What follows belongs to an exercise in optimizing a design on an open flow for small area and a short achievable clock period; a production flow would make more cautious choices. At most, simulation tests tie the RTL to the original design; equivalence was not proved. Power and IR drop assume default switching activity.

==> flow/design.v <==
package mem_ctrl_pkg;
   localparam int CNT_W = 4;
endpackage
module sp_byte_ram #(
  parameter int    DATA_W      = 32,
  parameter int    DEPTH_WORDS = 64,
  parameter        MEM_INIT    = "",
  parameter int    NB          = DATA_W / 8,
  parameter int    AW          = (DEPTH_WORDS > 1) ? $clog2(DEPTH_WORDS) : 1
) (
  input  logic              clk,
  input  logic [NB*DEPTH_WORDS/4-1:0] wen,
  input  logic [DATA_W-1:0] wdata,
  input  logic [DEPTH_WORDS/2-1:0] tsel,
  output logic [DATA_W-1:0] tap
);
  localparam int NR = DEPTH_WORDS / 4;
  logic [DATA_W-1:0] tap_r [NR];
  for (genvar r = 0; r < NR; r++) begin : g_ring
    logic [DATA_W-1:0] p0, p1, p2, p3;
    always_ff @(posedge clk) begin
      p1 <= p0;
      p2 <= p1;
      p3 <= p2;
      for (int b = 0; b < NB; b++)
        p0[b*8 +: 8] <= wen[r*NB+b] ? wdata[b*8 +: 8] : p3[b*8 +: 8];
    end
    assign tap_r[r] = ({DATA_W{tsel[2*r]}} & p0) | ({DATA_W{tsel[2*r+1]}} & p2);
  end
  always_comb begin
    tap = '0;
    for (int r = 0; r < NR; r++) tap = tap | tap_r[r];
  end
endmodule
import mem_ctrl_pkg::*;
module multicycle_mem_ctrl
#(
   parameter int                DATA_W      = 32,
   parameter int                ADDR_W      = 32,
   parameter int                DEPTH_WORDS = 64,
   parameter int                WAIT_STATES = 2,
   parameter                    MEM_INIT    = "",
   parameter logic [ADDR_W-1:0] MMIO_ADDR   = 32'h0000_0100
) (
   input  logic                clk,
   input  logic                reset,
   input  logic                req,
   input  logic                we,
   input  logic [ADDR_W-1:0]   addr,
   input  logic [DATA_W-1:0]   wdata,
   input  logic [DATA_W/8-1:0] be,
   output logic [DATA_W-1:0]   rdata,
   output logic                ready,
   output logic                err,
   output logic [DATA_W-1:0]   WriteData,
   output logic [ADDR_W-1:0]   DataAdr,
   output logic                MemWrite,
   output logic [DATA_W-1:0]   mmio_out
);
   localparam int NB  = DATA_W / 8;
   localparam int BLG = (NB > 1) ? $clog2(NB) : 0;
   localparam int AW  = (DEPTH_WORDS > 1) ? $clog2(DEPTH_WORDS) : 1;
   localparam int NR  = DEPTH_WORDS / 4;
   localparam bit MMIO_EN = 1'b1;
   logic              b1, b2, b3, idle, accept;
   logic              we_q, bad_q, hit_q;
   logic [AW-1:0]     widx_q;
   logic [DATA_W-1:0] wdata_q;
   logic [NB-1:0]     be_q;
   logic              hit_d, bad_d;
   assign hit_d  = MMIO_EN && (addr == MMIO_ADDR);
   assign bad_d  = (addr[BLG-1:0] != '0) || ((addr[ADDR_W-1:AW+BLG] != '0) && !hit_d);
   assign accept = idle && req;
   always_ff @(posedge clk) begin
      if (!reset) begin
         b1   <= 1'b0;
         b2   <= 1'b0;
         b3   <= 1'b0;
         idle <= 1'b1;
      end else begin
         b1   <= accept;
         b2   <= b1;
         b3   <= b2;
         idle <= !accept && !b1 && !b2;
      end
   end
   always_ff @(posedge clk) begin
      if (accept) begin
         we_q    <= we;
         bad_q   <= bad_d;
         hit_q   <= hit_d;
         widx_q  <= addr[AW+BLG-1:BLG];
         wdata_q <= wdata;
         be_q    <= be;
      end
   end
   logic [1:0]        ph;           
   logic [DATA_W-1:0] wbuf;         
   logic [NB-1:0]     wbe;
   logic [1:0]        wslot;        
   logic [NR-1:0]     wring;        
   logic              wa;           
   logic              land;
   logic [NB*NR-1:0]  wen;
   logic [DATA_W-1:0] tap;
   logic [1:0]        posn;
   logic              hsel;
   logic [DATA_W-1:0] rtap;
   logic [DATA_W-1:0] mmio_q;
   always_ff @(posedge clk) ph <= ph + 2'd1;
   always_ff @(posedge clk) begin
      if (b2) begin
         wbuf   <= we_q ? wdata_q : rtap;
         wbe    <= be_q;
         wslot  <= widx_q[1:0];
         for (int r = 0; r < NR; r++) wring[r] <= (widx_q[AW-1:2] == r);
      end
   end
   logic       lnext_q, l3_q;
   logic       wa_n;
   logic [1:0] wslot_n;
   logic       p3_n;
   assign land = lnext_q || (l3_q && reset);
   always_comb begin
      if (b2 && reset && we_q && !bad_q && !hit_q) wa_n = 1'b1;
      else if (land || (b3 && !reset))             wa_n = 1'b0;
      else                                         wa_n = wa;
      wslot_n = b2 ? widx_q[1:0] : wslot;
      p3_n    = (wslot_n + ph + 2'd1) == 2'd3;
   end
   always_ff @(posedge clk) begin
      wa      <= wa_n;
      lnext_q <= wa_n && p3_n && !(b2 && reset);
      l3_q    <= wa_n && p3_n && (b2 && reset);
   end
   always_comb begin
      for (int r = 0; r < NR; r++)
         for (int b = 0; b < NB; b++)
            wen[r*NB+b] = land && wring[r] && wbe[b];
   end
   logic [2*NR-1:0]   tsel_q;
   assign posn = widx_q[1:0] + ph + 2'd1;
   always_ff @(posedge clk) begin
      for (int r = 0; r < NR; r++) begin
         tsel_q[2*r]   <= (widx_q[AW-1:2] == r) && (posn == 2'd0) && !hit_q;
         tsel_q[2*r+1] <= (widx_q[AW-1:2] == r) && (posn == 2'd2) && !hit_q;
      end
   end
   sp_byte_ram #(
      .DATA_W      (DATA_W),
      .DEPTH_WORDS (DEPTH_WORDS),
      .MEM_INIT    (MEM_INIT)
   ) u_ram (
      .clk   (clk),
      .wen   (wen),
      .wdata (wbuf),
      .tsel  (tsel_q),
      .tap   (tap)
   );
   assign hsel = hit_q && !idle;
   assign rtap = tap | ({DATA_W{hsel}} & mmio_q);
   logic              ready_q, err_q, mw_q;
   logic              ld_q;
   logic [DATA_W-1:0] rdata_q, wd_out_q;
   logic [AW:0]       adr_out_q;    
   always_ff @(posedge clk) ld_q <= reset && b2 && !we_q && !bad_q;
   always_ff @(posedge clk) begin
      if (!reset) begin
         ready_q   <= 1'b0;
         err_q     <= 1'b0;
         mw_q      <= 1'b0;
         wd_out_q  <= '0;
         adr_out_q <= '0;
         rdata_q   <= '0;
      end else begin
         ready_q <= b3;
         err_q   <= b3 && bad_q;
         mw_q    <= b3 && we_q && !bad_q;
         if (b3 && we_q && !bad_q) begin
            wd_out_q  <= wdata_q;
            adr_out_q <= {hit_q, widx_q};
         end
         if (ld_q) rdata_q <= rtap | wbuf;
      end
   end
   always_ff @(posedge clk) begin
      if (!reset) begin
         mmio_q <= '0;
      end else if (b3 && we_q && hit_q) begin
         for (int i = 0; i < NB; i++) begin
            if (be_q[i]) mmio_q[i*8 +: 8] <= wdata_q[i*8 +: 8];
         end
      end
   end
   assign rdata     = rdata_q;
   assign mmio_out  = mmio_q;
   assign ready     = ready_q;
   assign err       = err_q;
   assign MemWrite  = mw_q;
   assign WriteData = wd_out_q;
   assign DataAdr   = {{(ADDR_W-AW-BLG-1){1'b0}}, adr_out_q, {BLG{1'b0}}};
endmodule
clock: 4.0 ns
lec_check: 0
cap_margin: 20
core_margin: 2
core_utilization: 50
cts_cluster_diameter: 90
cts_cluster_size: 32
setup_slack_margin: 2.1
slew_margin: 20
tns_end_percent: 10
run.sh (not shown) runs the stock make flow with config.mk's settings and CLKGATE_MAP_FILE= SYNTH_SCRIPT=/design/flow/synth_recipe.tcl, a recipe that flattens the netlist after the stock synthesis.
Then changed:
--- a/flow/design.v
+++ b/flow/design.v
@@ -101,17 +101,14 @@
    logic [NR-1:0]     wring;        
    logic              wa;           
    logic              land;
    logic [NB*NR-1:0]  wen;
-   logic [DATA_W-1:0] tap;
+   logic [DATA_W-1:0] tap, samp_q;
    logic [1:0]        posn;
-   logic              hsel;
-   logic [DATA_W-1:0] rtap;
-   logic [DATA_W-1:0] mmio_q;
    always_ff @(posedge clk) ph <= ph + 2'd1;
    always_ff @(posedge clk) begin
       if (b2) begin
-         wbuf   <= we_q ? wdata_q : rtap;
+         wbuf   <= wdata_q;
          wbe    <= be_q;
          wslot  <= widx_q[1:0];
          for (int r = 0; r < NR; r++) wring[r] <= (widx_q[AW-1:2] == r);
       end
@@ -138,8 +135,11 @@
          for (int b = 0; b < NB; b++)
             wen[r*NB+b] = land && wring[r] && wbe[b];
    end
    logic [2*NR-1:0]   tsel_q;
+   logic              hsel;
+   logic [DATA_W-1:0] rtap;
+   logic [DATA_W-1:0] mmio_q;
    assign posn = widx_q[1:0] + ph + 2'd1;
    always_ff @(posedge clk) begin
       for (int r = 0; r < NR; r++) begin
          tsel_q[2*r]   <= (widx_q[AW-1:2] == r) && (posn == 2'd0) && !hit_q;
@@ -158,8 +158,9 @@
       .tap   (tap)
    );
    assign hsel = hit_q && !idle;
    assign rtap = tap | ({DATA_W{hsel}} & mmio_q);
+   always_ff @(posedge clk) samp_q <= rtap;
    logic              ready_q, err_q, mw_q;
    logic              ld_q;
    logic [DATA_W-1:0] rdata_q, wd_out_q;
    logic [AW:0]       adr_out_q;    
@@ -179,9 +180,9 @@
          if (b3 && we_q && !bad_q) begin
             wd_out_q  <= wdata_q;
             adr_out_q <= {hit_q, widx_q};
          end
-         if (ld_q) rdata_q <= rtap | wbuf;
+         if (ld_q) rdata_q <= rtap | samp_q;
       end
    end
    always_ff @(posedge clk) begin
       if (!reset) begin
What happened: The new run finished clean; sequential cell count went up by 32; routed wire length went down by 5.8%; total power grows by 1.3%; via count drops by 2.8%; non-clock buffer count decreases by 46; die area rose by 0.46%; register-to-register slack gets better by 0.27 ns; design area shrinks by 0.54%; sequential power rises by about 2%; setup slack is better by 0.27 ns.
Only the layout flow was run in the first run of this note; the RTL was not checked for function there.

-- afterwards: timing with drivers on the ports --
The flow's constraints put no driver on any port. The routed layouts listed below were extracted and timed again, unchanged, in two steps. Step 1 assumes that a clkbuf_16 drives the clock port and a buf_2 every other input. Step 2 moves the port delays by t, midway between the first and last clock arrival at a register: inputs arrive t later, outputs are due t later. That takes back most of the time a late clock gives input paths. Slacks: ideal / step 1 / step 2; pairs: ideal / step 1.
run	t (ns)	setup WS [ns]	worst register clock-pin slew, ns
the first run	0.783	1.683 / 1.683 / 1.300	0.12 / 0.12
the second run	0.782	1.955 / 1.877 / 1.400	0.12 / 0.12
After both steps setup and hold are still met in every run listed. For the second run, which loses most, drivers alone change the setup slack by -0.078 ns; drivers and shift together by -0.555 ns.
